From an optimization exercise on the open Yosys and OpenROAD flow, aimed at small area; shortcuts taken in it are not production practice. No run shown here included a check of the RTL's function; only the layout flow was run. Power and IR drop assume default switching activity. No driver is modelled on the clock port, so clocking that relies on it looks cheaper here than on a real chip.

==> flow/flow/run.sh <==
#!/bin/bash
# Standard layout, with the port buffers taken as the smallest buffer cell and
# a clock tree of larger sink clusters without dummy loads.
set -euo pipefail
export BUFFER_PORTS_ARGS="-buffer_cell sky130_fd_sc_hd__buf_1"
export CTS_ARGS="-sink_clustering_enable -repair_clock_nets -dont_use_dummy_load -sink_clustering_size 30 -sink_clustering_max_diameter 80 -buf_list sky130_fd_sc_hd__clkbuf_16"
bash standard.sh finish > standard.log 2>&1
==> flow/standard.sh <==
#!/bin/bash
# synth_recipe.tcl (not shown) runs the flow's synth.tcl, then flattens the netlist and writes it again
# the make line also repeats each setting of config.mk as NAME=value (left out here)
make -C /OpenROAD-flow-scripts/flow DESIGN_CONFIG=/design/flow/config.mk WORK_HOME=/design/flow/orfs CLKGATE_MAP_FILE= SYNTH_SCRIPT=/design/flow/synth_recipe.tcl "${@:-finish}"
==> flow/config.mk <==
export PLATFORM = sky130hd
export DESIGN_NAME = sha256_msg_padder
export DESIGN_NICKNAME = sha256_msg_padder
export VERILOG_FILES = /design/flow/design.v
export SDC_FILE = /design/flow/constraint.sdc
export NUM_CORES = 4
export LEC_CHECK = 0
export CAP_MARGIN = 20
export CORE_AREA = 2 2 170 170
export DIE_AREA = 0 0 172 172
export SLEW_MARGIN = 20
==> flow/constraint.sdc <==
create_clock -name core_clock -period 6.5 [get_ports {clk}]
set_input_delay 1.3000 -clock core_clock [delete_from_list [all_inputs] [get_ports {clk}]]
set_output_delay 1.3000 -clock core_clock [all_outputs]
set_load 0.01 [all_outputs]
==> flow/design.v <==
module sha256_msg_padder #(
  parameter int MAX_NIB = 128,
  parameter int CNT_W   = 8
) (
  input  logic         clk,
  input  logic         rst_n,
  input  logic         in_valid,
  output logic         in_ready,
  input  logic [3:0]   in_nibble,
  input  logic         in_last,
  output logic         blk_valid,
  input  logic         blk_ready,
  output logic [511:0] blk_data,
  output logic         blk_last,
  output logic [63:0]  msg_bits,
  output logic         ovf,
  output logic [1:0]   dbg_state
);
  logic         pad_q;      
  logic         off_q;      
  logic         mark_q;     
  logic         sec;        
  logic [6:0]   cnt;        
  logic [7:0]   len;        
  logic         ovf_q;
  logic [511:0] sr;
  logic [7:0]   cnt_inc;
  logic         col;        
  logic         two;        
  logic         fin;        
  logic         nib_xfer;
  logic         msg_end;    
  logic         next_blk;   
  logic         sh, hd;
  logic [3:0]   pad_nib;
  logic [3:0]   sh_in;
  logic         full;
  assign cnt_inc  = {1'b0, cnt} + 8'd1;
  assign full     = &cnt;
  assign two      = len[7] | (&len[6:4]);
  assign fin      = sec | ~two;
  assign col      = ~pad_q & ~off_q;
  assign in_ready = col;
  assign nib_xfer = col & in_valid;
  assign msg_end  = nib_xfer & (in_last | full);
  assign next_blk = off_q & blk_ready & ~fin;
  assign sh       = nib_xfer | pad_q;
  assign hd       = off_q | (col & ~in_valid);
  always_comb begin
    pad_nib = 4'h0;
    if (mark_q) begin
      pad_nib = 4'h8;
    end else if (fin && (cnt[6:2] == 5'h1f)) begin
      case (cnt[1:0])
        2'd1:    pad_nib = {2'b00, len[7:6]};
        2'd2:    pad_nib = len[5:2];
        2'd3:    pad_nib = {len[1:0], 2'b00};
        default: pad_nib = 4'h0;
      endcase
    end
  end
  assign sh_in = col ? in_nibble : pad_nib;
  always_ff @(posedge clk) begin
    sr <= ({512{sh}} & {sr[507:0], sh_in}) | ({512{hd}} & sr);
  end
  always_ff @(posedge clk) begin
    if (msg_end) len <= cnt_inc;
    if (msg_end) sec <= 1'b0;
    else if (next_blk) sec <= 1'b1;
    mark_q <= (msg_end & ~full) | (next_blk & len[7]);
  end
  always_ff @(posedge clk or negedge rst_n) begin
    if (!rst_n) begin
      pad_q <= 1'b0;
      off_q <= 1'b0;
      cnt   <= '0;
      ovf_q <= 1'b0;
    end else begin
      ovf_q <= nib_xfer & full & ~in_last;
      if (sh) cnt <= cnt_inc[6:0];
      pad_q <= (msg_end & ~full) | next_blk | (pad_q & ~full);
      off_q <= (msg_end & full) | (pad_q & full) | (off_q & ~blk_ready);
    end
  end
  assign blk_valid = off_q;
  assign blk_data  = sr;
  assign blk_last  = fin;
  assign msg_bits  = {54'd0, len, 2'b00};
  assign ovf       = ovf_q;
  assign dbg_state = {off_q & sec, off_q & ~sec};
endmodule
==> tab_implementation.tex, run 1 <==
\begin{tabular}{lr}
\hline
Metric & Value \\
\hline
\multicolumn{2}{l}{\textbf{Logic synthesis}} \\
\quad Count of unique library cells instantiated by Yosys & 39 \\
\quad Post-synthesis compound-gate area fraction & 27.6\% \\
\quad Syn Inst Count & 1305 \\
\quad Simple-gate share of the synthesized area & 1.32\% \\
\quad Avg Cell Area, Syn & 12.9 µm² \\
\quad Mapped cell area & 16900 µm² \\
\quad Area share of xor/xnor cells in the synthesized design & 0.570\% \\
\quad Fraction of synthesized area in multiplexers & 0\% \\
\quad Synthesized-area fraction occupied by adder cells & 0.296\% \\
\quad Post-synthesis sequential element count & 532 \\
\quad Yosys warning count & 1 \\
\quad Post-synthesis sequential area ratio & 63.8\% \\
\quad Combinational family with the most area after synthesis & compound AO/OA/AOI/OAI gates \\
\multicolumn{2}{l}{\textbf{Floorplan}} \\
\quad Initial core utilization & 60.8\% \\
\quad \# IOs & 591 \\
\quad Area of the die & 29600 µm² \\
\quad Std-Cell Rows & 61 \\
\quad Horizontal die dimension & 172 µm \\
\quad DIE HEIGHT & 172 µm \\
\quad Core region area & 27800 µm² \\
\multicolumn{2}{l}{\textbf{Power and ir drop}} \\
\quad Sequential Power Share & 64.1\% \\
\quad Internal power & 4.16 mW \\
\quad Total power & 5.50 mW \\
\quad Maximum vdd drop & 0.207 mV \\
\quad Fraction of power consumed by the clock network & 27.6\% \\
\quad Proportion of power drawn by combinational gates & 8.4\% \\
\quad Switching pwr & 1.34 mW \\
\quad Leakage power figure & 7.35 nW \\
\quad Cell area power density & 287 nW/µm² \\
\quad Switching part of the total power & 24.3\% \\
\multicolumn{2}{l}{\textbf{Placement}} \\
\quad Sum of net half-perimeters after detailed placement & 31.4 mm \\
\quad Input/output buffers & 534 \\
\quad Cell Area, Placed & 18600 µm² \\
\quad Placer congestion estimate & 0.894 \\
\multicolumn{2}{l}{\textbf{Clock tree}} \\
\quad Max clock buf depth & 3 \\
\quad Sink Count & 532 \\
\quad Post-CTS Resized & 0 \\
\quad Clock slew at reported path FFs & 110 ps \\
\quad Clk Latency, worst-skew pair & 550 ps \\
\quad H-tree depth reported by CTS & 1 \\
\quad Number of buffers created by CTS & 21 \\
\quad \# Post-CTS Setup Buffers & 0 \\
\quad CTS tree & yes \\
\quad Clk root buf & clkbuf\_16 \\
\quad Number of buffers inserted for hold repair after clock tree synthesis & 0 \\
\multicolumn{2}{l}{\textbf{Worst setup path}} \\
\quad Critical path fanouts, max & 6 \\
\quad Type of origin of the critical path & flip-flop \\
\quad Worst setup EP type & output port \\
\quad Worst Path Class, Setup & flip-flop to output port \\
\quad Arrival time at the worst endpoint & 2010 ps \\
\quad Required time of the critical path & 5200 ps \\
\multicolumn{2}{l}{\textbf{Routing}} \\
\quad Wire length after detailed routing & 45.0 mm \\
\quad Drt pass-1 iters & 5 \\
\quad Routed via count & 12300 \\
\quad Final ANT Viol Nets & 0 \\
\quad Routed via count divided by cell count & 5.79 \\
\quad DRC violations left & 0 \\
\quad Average wire length per cell after detail routing & 21.2 µm \\
\quad Iteration-0 DRC Markers & 1289 \\
\multicolumn{2}{l}{\textbf{Timing}} \\
\quad RSZ-0062 raised after global routing & no \\
\quad Final Hold Violating Endpoints & 0 \\
\quad Final worst clock skew & 20.8 ps \\
\quad Final critical delay including setup and external delays & 3310 ps \\
\quad Achievable Freq & 302 MHz \\
\quad Post-route clock period utilization & 51.0\% \\
\quad Max-slew headroom & 15.6\% \\
\quad Final-report setup violation count & 0 \\
\quad Final-layout setup total negative slack & 0 ps \\
\quad Max-slew violation count & 0 \\
\quad Worst Max-Slew Pin Slew & 1270 ps \\
\multicolumn{2}{l}{\textbf{Global routing}} \\
\quad Antenna violations before repair & 0 \\
\quad Remaining global-route overflow & 0 \\
\quad Via count of the first global-routing pass & 10700 \\
\quad First-pass GRT wire length & 64.4 mm \\
\quad Largest net degree at the start of global routing & 271 \\
\quad Overall global routing resource usage & 27.8\% \\
\multicolumn{2}{l}{\textbf{Layout}} \\
\quad Area Overhead vs Synth & 13.5\% \\
\quad Leading cell type in the layout, fill and taps excluded & buf\_1 \\
\quad Commonest cells after routing, fill and taps aside & buf\_1 (534), dfxtp\_1 (514), a22o\_1 (512), conb\_1 (56), clkbuf\_16 (21) \\
\quad Share of layout cells above drive strength 1 & 1.78\% \\
\quad Antenna Cells & 0 \\
\quad Final Core Density & 69.0\% \\
\quad Area used by sequential logic in the layout & 10800 µm² \\
\quad Area occupied by multi-input gates & 5260 µm² \\
\quad Layout filler cell count & 2197 \\
\quad Number of nets in the layout & 1758 \\
\quad Final non-filler cell area & 19200 µm² \\
\multicolumn{2}{l}{\textbf{Worst hold path}} \\
\quad Worst min-delay path class & flip-flop to flip-flop \\
\multicolumn{2}{l}{\textbf{Run status}} \\
\quad Status & complete, no violations \\
\multicolumn{2}{l}{\textbf{Job}} \\
\quad Reported max-cap violation count & 0 \\
\hline
\end{tabular}
==> metal layers <==
metal / share of wire, % / GRT usage [%] / up-vias
met4: 3.0 / 8.26 / 0
met5: 0 / 0 / -
met2: 48 / 46.1 / 468
met3: 9.0 / 8.01 / 72
met1: 40 / 35.3 / 6041
li1: - / - / 5706
==> power groups by stage <==
stage / Sequential [mW] / Clock (mW) / Combinational [mW]
floorplan: 3.61 / 0 / 0.325
global placement: 3.59 / 0 / 0.448
detailed placement: 3.60 / 0 / 0.461
CTS: 3.52 / 1.54 / 0.457
global route: 3.55 / 1.67 / 0.502
finish: 3.53 / 1.52 / 0.461
==> cells in the mapped netlist <==
cell type / count / share of area [%]
inv_1: 4 / 0.089
nand2b_1: 5 / 0.19
a31oi_1: 1 / 0.037
dfxtp_1: 514 / 61
o32a_1: 1 / 0.059
o211ai_1: 2 / 0.089
nor2b_1: 2 / 0.074
xnor2_1: 8 / 0.41
o22ai_1: 1 / 0.037
and3_1: 5 / 0.19
nand3_1: 5 / 0.15
o21ai_2: 1 / 0.052
a22o_1: 512 / 27
or2_2: 1 / 0.037
nor2_1: 3 / 0.067
and2_1: 1 / 0.037
o2111ai_1: 6 / 0.31
and4b_1: 2 / 0.12
and3b_1: 1 / 0.052
a21oi_1: 1 / 0.030
conb_1: 1 / 0.022
o31ai_1: 1 / 0.044
o21ai_0: 5 / 0.15
buf_1: 7 / 0.16
dfrtp_1: 10 / 1.5
a21o_1: 5 / 0.22
xor2_1: 3 / 0.16
nand2b_2: 1 / 0.052
nand3b_1: 3 / 0.13
edfxtp_1: 8 / 1.4
clkbuf_1: 28 / 0.62
buf_2: 75 / 2.2
buf_6: 12 / 0.80
ha_1: 4 / 0.30
buf_4: 56 / 2.5
nor3_1: 2 / 0.059
nand2_1: 6 / 0.13
nor4_1: 1 / 0.037
a32o_1: 1 / 0.059
==> flip-flops by register name (all words and copies together), names as in the netlist <==
name	cells
ovf_q	1
len	8
pad_q	1
cnt	7
sec	1
sr	512
mark_q	1
off_q	1
==> cell families after synthesis <==
| group | count (synthesis) |
|---|---|
| XOR/XNOR | 11 |
| adder cells (fa/ha/maj) | 4 |
| AND/OR/NAND/NOR | 38 |
| flip-flops | 532 |
| other | 1 |
| buffers and inverters | 182 |
| AO/OA/AOI/OAI | 537 |
==> final timing paths <==
check                            to  slack [ps]    from  cells after the start
hold reg to reg              sr[10]         490   sr[6]                      1
max in group asynchronous    cnt[6]        5230   rst_n                      1
setup reg to reg             len[1]        4090  cnt[0]                      4
hold / removal               sr[10]         490   sr[6]                      1
min in group asynchronous     ovf_q         780   rst_n                      1
setup / recovery           blk_last        3190  len[4]                      3
==> stage by stage <==
step,worst slack (ps),hold WS [ps],cells
global placement,3420,461,2099
floorplan,4110,493,1360
global route,3170,500,2121
detailed placement,3320,470,2099
CTS,3210,486,2120
finish,3190,489,2121
==> critical path, cell delays in order (launching register included) <==
cell and delay [ps]:
edfxtp_1 530, a31oi_1 540, or2_2 230, buf_1 170
==> cell type report <==
class,instances,area share [%]
Sequential cell,532,56.2
Multi-Input combinational cell,646,27.4
Timing Repair Buffer,540,11.1
Clock buffer,21,2.74
Tap cell,378,2.47
Inverter,4,0.0783
==> run 2: changes to the inputs <==
==> flow/flow/run.sh (replaced) <==
#!/bin/bash
# Standard layout, with the port buffers taken as the smallest buffer cell and
# a clock tree of larger sink clusters without dummy loads.
set -euo pipefail
export BUFFER_PORTS_ARGS="-buffer_cell sky130_fd_sc_hd__buf_1"
export CTS_ARGS="-sink_clustering_enable -repair_clock_nets -dont_use_dummy_load -sink_clustering_size 32 -sink_clustering_max_diameter 100 -buf_list sky130_fd_sc_hd__clkbuf_16"
bash standard.sh finish > standard.log 2>&1
==> run 2 against run 1 <==
Compared with the run above: still clean on timing, DRC and antenna; clock power about the same; synthesized cell count unchanged; non-clock buffer count unchanged; maximum frequency increased by 0.51%; utilization decreased by 0.090 points; sequential share of layout area increased by 0.073 points; largest cell class unchanged.
==> tab_implementation.tex, run 2 <==
\begin{tabular}{lr}
\hline
Metric & Value \\
\hline
\multicolumn{2}{l}{\textbf{Worst setup path}} \\
\quad Family of cells with the greatest summed delay on the critical path & flip-flops \\
\quad Worst-path cell with the longest stage delay & edfxtp\_1 \\
\quad Worst Path Class, Setup & flip-flop to output port \\
\quad Worst setup EP type & output port \\
\quad Combined buffer and inverter count along the critical path & 1 (unchanged) \\
\quad Required time of the critical path & 5200 ps (about the same) \\
\quad Arrival time at the worst endpoint & 2000 ps (about the same) \\
\quad Type of origin of the critical path & flip-flop \\
\quad Series of cell instances along the critical path & a31oi\_1 -> or2\_2 -> buf\_1 \\
\quad Peak per-stage delay on the critical path & 530 ps (about the same) \\
\quad Critical path fanouts, max & 6 (unchanged) \\
\multicolumn{2}{l}{\textbf{Routing}} \\
\quad Wire length after detailed routing & 45.0 mm (about the same) \\
\quad Routed via count & 12300 (-0.057\%) \\
\quad Average wire length per cell after detail routing & 21.2 µm (+0.14\%) \\
\quad DRC violations left & 0 (unchanged) \\
\quad Routed via count divided by cell count & 5.79 (about the same) \\
\quad Drt pass-1 iters & 5 (unchanged) \\
\quad Iteration-0 DRC Markers & 1148 (-11\%) \\
\quad Final ANT Viol Nets & 0 (unchanged) \\
\multicolumn{2}{l}{\textbf{Logic synthesis}} \\
\quad Library cell with the largest summed area after synthesis & dfxtp\_1 \\
\quad Count of unique library cells instantiated by Yosys & 39 (unchanged) \\
\quad Simple-gate share of the synthesized area & 1.32\% (unchanged) \\
\quad Combinational family with the most area after synthesis & compound AO/OA/AOI/OAI gates \\
\quad Cell with the most instances after synthesis & dfxtp\_1 \\
\quad Most common library cells after synthesis & dfxtp\_1 (514), a22o\_1 (512), buf\_2 (75) \\
\quad Synthesized-area fraction occupied by adder cells & 0.296\% (unchanged) \\
\quad Fraction of synthesized area in multiplexers & 0\% (unchanged) \\
\quad Area share of xor/xnor cells in the synthesized design & 0.570\% (unchanged) \\
\quad Post-synthesis sequential area ratio & 63.8\% (unchanged) \\
\quad Avg Cell Area, Syn & 12.9 µm² (unchanged) \\
\quad Yosys warning count & 1 (unchanged) \\
\quad Post-synthesis compound-gate area fraction & 27.6\% (unchanged) \\
\quad Predominant post-synthesis flop cell & dfxtp\_1 \\
\quad Largest cells by area after synthesis & dfxtp\_1 (61\%), a22o\_1 (27\%), buf\_4 (2.5\%), buf\_2 (2.2\%), dfrtp\_1 (1.5\%) \\
\quad Async set-reset flop share out of synthesis & 1.88\% (unchanged) \\
\quad Syn Inst Count & 1305 (unchanged) \\
\quad Proportion of netlist area held by the largest area contributor & 60.9\% (unchanged) \\
\quad Post-synthesis sequential element count & 532 (unchanged) \\
\quad Post-synth EDFFs & 8 (unchanged) \\
\quad Mapped cell area & 16900 µm² (unchanged) \\
\multicolumn{2}{l}{\textbf{Layout}} \\
\quad Final non-filler cell area & 19200 µm² (-0.13\%) \\
\quad Number of nets in the layout & 1757 (-0.057\%) \\
\quad Number of flip-flops under the largest register name & 512 (unchanged) \\
\quad Largest registers & sr (512), len (8), cnt (7) \\
\quad Area Overhead vs Synth & 13.3\% \\
\quad Share of layout cells above drive strength 1 & 1.72\% (-0.056 points) \\
\quad Layout filler cell count & 2201 (+0.18\%) \\
\quad Leading cell type in the layout, fill and taps excluded & buf\_1 \\
\quad Area used by sequential logic in the layout & 10800 µm² (unchanged) \\
\quad Antenna Cells & 0 (unchanged) \\
\quad Commonest cells after routing, fill and taps aside & buf\_1 (534), dfxtp\_1 (514), a22o\_1 (512), conb\_1 (56), clkbuf\_16 (20) \\
\quad Area occupied by multi-input gates & 5260 µm² (unchanged) \\
\quad Register ranked first by flip-flop count & sr \\
\multicolumn{2}{l}{\textbf{Placement}} \\
\quad Cell Area, Placed & 18600 µm² (unchanged) \\
\quad Sum of net half-perimeters after detailed placement & 31.4 mm (unchanged) \\
\quad Input/output buffers & 534 (unchanged) \\
\quad Placer congestion estimate & 0.894 (unchanged) \\
\quad Post-place setup slack & 3320 ps (unchanged) \\
\multicolumn{2}{l}{\textbf{Timing}} \\
\quad Final Hold Violating Endpoints & 0 (unchanged) \\
\quad RSZ-0062 raised after global routing & no \\
\quad Post-route clock period utilization & 50.7\% (-0.26 points) \\
\quad Final worst clock skew & 32.0 ps (+11.2 ps) \\
\quad Achievable Freq & 303 MHz (+0.51\%) \\
\quad Final-layout setup total negative slack & 0 ps (unchanged) \\
\quad Max-slew headroom & 28.1\% (+12 points) \\
\quad Final worst setup slack & 3200 ps (+16.8 ps) \\
\quad Final-report setup violation count & 0 (unchanged) \\
\quad Final critical delay including setup and external delays & 3300 ps (-16.8 ps) \\
\quad Worst Max-Slew Pin Slew & 1080 ps (-187 ps) \\
\quad Max-slew violation count & 0 (unchanged) \\
\multicolumn{2}{l}{\textbf{Global routing}} \\
\quad Met3 track demand over resource in global routing & 7.64\% (-0.37 points) \\
\quad Remaining global-route overflow & 0 (unchanged) \\
\quad First-pass GRT wire length & 64.0 mm (-0.58\%) \\
\quad Met2 Use GR & 46.2\% (about the same) \\
\quad Overall global routing resource usage & 27.7\% (-0.079 points) \\
\quad Met1 Resource Use GR & 34.9\% (-0.38 points) \\
\quad Largest net degree at the start of global routing & 271 (unchanged) \\
\quad Antenna violations before repair & 0 (unchanged) \\
\quad Gr busiest metal & met2 \\
\quad Via count of the first global-routing pass & 10600 (-0.53\%) \\
\multicolumn{2}{l}{\textbf{Floorplan}} \\
\quad Std-Cell Rows & 61 (unchanged) \\
\quad Initial core utilization & 60.8\% (unchanged) \\
\quad Area of the die & 29600 µm² (unchanged) \\
\quad Horizontal die dimension & 172 µm (unchanged) \\
\quad \# IOs & 591 (unchanged) \\
\quad DIE HEIGHT & 172 µm (unchanged) \\
\quad Core region area & 27800 µm² (unchanged) \\
\multicolumn{2}{l}{\textbf{Clock tree}} \\
\quad Post-CTS Resized & 0 (unchanged) \\
\quad Sink Count & 532 (unchanged) \\
\quad Clk root buf & clkbuf\_16 \\
\quad Clk Latency, worst-skew pair & 540 ps (about the same) \\
\quad H-tree depth reported by CTS & 1 (unchanged) \\
\quad CTS tree & yes \\
\quad Max clock buf depth & 3 (unchanged) \\
\quad Number of buffers inserted for hold repair after clock tree synthesis & 0 (unchanged) \\
\quad Clock slew at reported path FFs & 120 ps (about the same) \\
\quad Number of buffers created by CTS & 20 (-4.8\%) \\
\quad \# Post-CTS Setup Buffers & 0 (unchanged) \\
\multicolumn{2}{l}{\textbf{Power and ir drop}} \\
\quad Cell area power density & 286 nW/µm² (-0.29\%) \\
\quad Total power & 5.48 mW (-0.42\%) \\
\quad Maximum vdd drop & 0.201 mV (-2.5\%) \\
\quad Leakage power figure & 7.34 nW (-0.17\%) \\
\multicolumn{2}{l}{\textbf{Run status}} \\
\quad Status & complete, no violations \\
\multicolumn{2}{l}{\textbf{Job}} \\
\quad Reported max-cap violation count & 0 (unchanged) \\
\multicolumn{2}{l}{\textbf{Worst hold path}} \\
\quad Worst min-delay path class & flip-flop to flip-flop \\
\hline
\end{tabular}
## run 2: changes by cell type in the layout (fill, tap and decap cells not counted)
cell / previous run / this run
clkbuf_16: 21 / 20
## run 2: cells by family after synthesis
logic type / Yosys count
other: 1
AOI/OAI and AO/OA: 537
and+or+nand+nor: 38
buffers and inverters: 182
xor gates and xnor gates: 11
adders and majority gates: 4
DFF: 532
## run 2: stage by stage
step,hold slack [ps],cells,utilization [%]
final,489,2120,68.9
after detailed placement,470,2099,67.0
after CTS,471,2119,68.8
after floorplan,493,1360,-
after global placement,461,2099,67.0
after global routing,506,2120,68.9
## run 2: path summary, 6_finish.rpt
kind | from | cells after the start | slack, ps | end
worst max-delay path | len[4] | 3 | 3200 | blk_last
worst min-delay path | sr[109] | 1 | 490 | sr[113]
worst max register to register | pad_q | 4 | 4090 | sr[365]
worst min register to register | sr[109] | 1 | 490 | sr[113]
max in group asynchronous | rst_n | 1 | 5210 | cnt[0]
min in group asynchronous | rst_n | 1 | 790 | ovf_q
## run 2: cell type report
class | instances | share of cell area, %
flip-flops and latches | 532 | 56.3
multi-input cells | 646 | 27.5
repair buffers | 540 | 11.1
clock buffers | 20 | 2.61
well taps | 378 | 2.47
inverters | 4 | 0.0784
## run 2: metal layers
metal / part of all wire, % / vias to the layer above
met5: 0 / -
met2: 48 / 473
met4: 3.6 / 0
li1: - / 5697
met3: 8.4 / 72
met1: 40 / 6038
## run 2: power by group
part / total, mW / switching, mW / internal, mW / leakage (nW)
sequential: 3.53 / 0.126 / 3.40 / 4.34
clock: 1.49 / 0.932 / 0.560 / 0.246
combinational: 0.461 / 0.283 / 0.178 / 2.75
total: 5.48 / 1.34 / 4.14 / 7.34

[re-timing with driven ports]
How much do the figures lean on ideal ports? The routed layouts below were timed once more, with nothing changed but the port constraints.
Step 1 sets driving cells, clkbuf_16 on the clock port and buf_2 on the other inputs (assumed; they add their load-dependent delay and slew).
Step 2 adds t to the input delays and takes it off the output delays; t is the mean of the earliest and latest rising clock arrival at the registers after step 1. Input paths then give back, and output paths get back, about the clock's delay inside the block.
Slacks: ideal ports / drivers / drivers and shift; pairs: ideal ports / drivers.
run	t (ns)	setup slack, ns	worst hold slack (ns)	clock arrival spread, ns
run 1	0.589	3.188 / 3.136 / 3.237	0.489 / 0.489 / 0.489	0.021 / 0.021
run 2	0.579	3.205 / 3.150 / 3.238	0.489 / 0.489 / 0.489	0.033 / 0.033
After both steps every run listed still meets setup and hold.
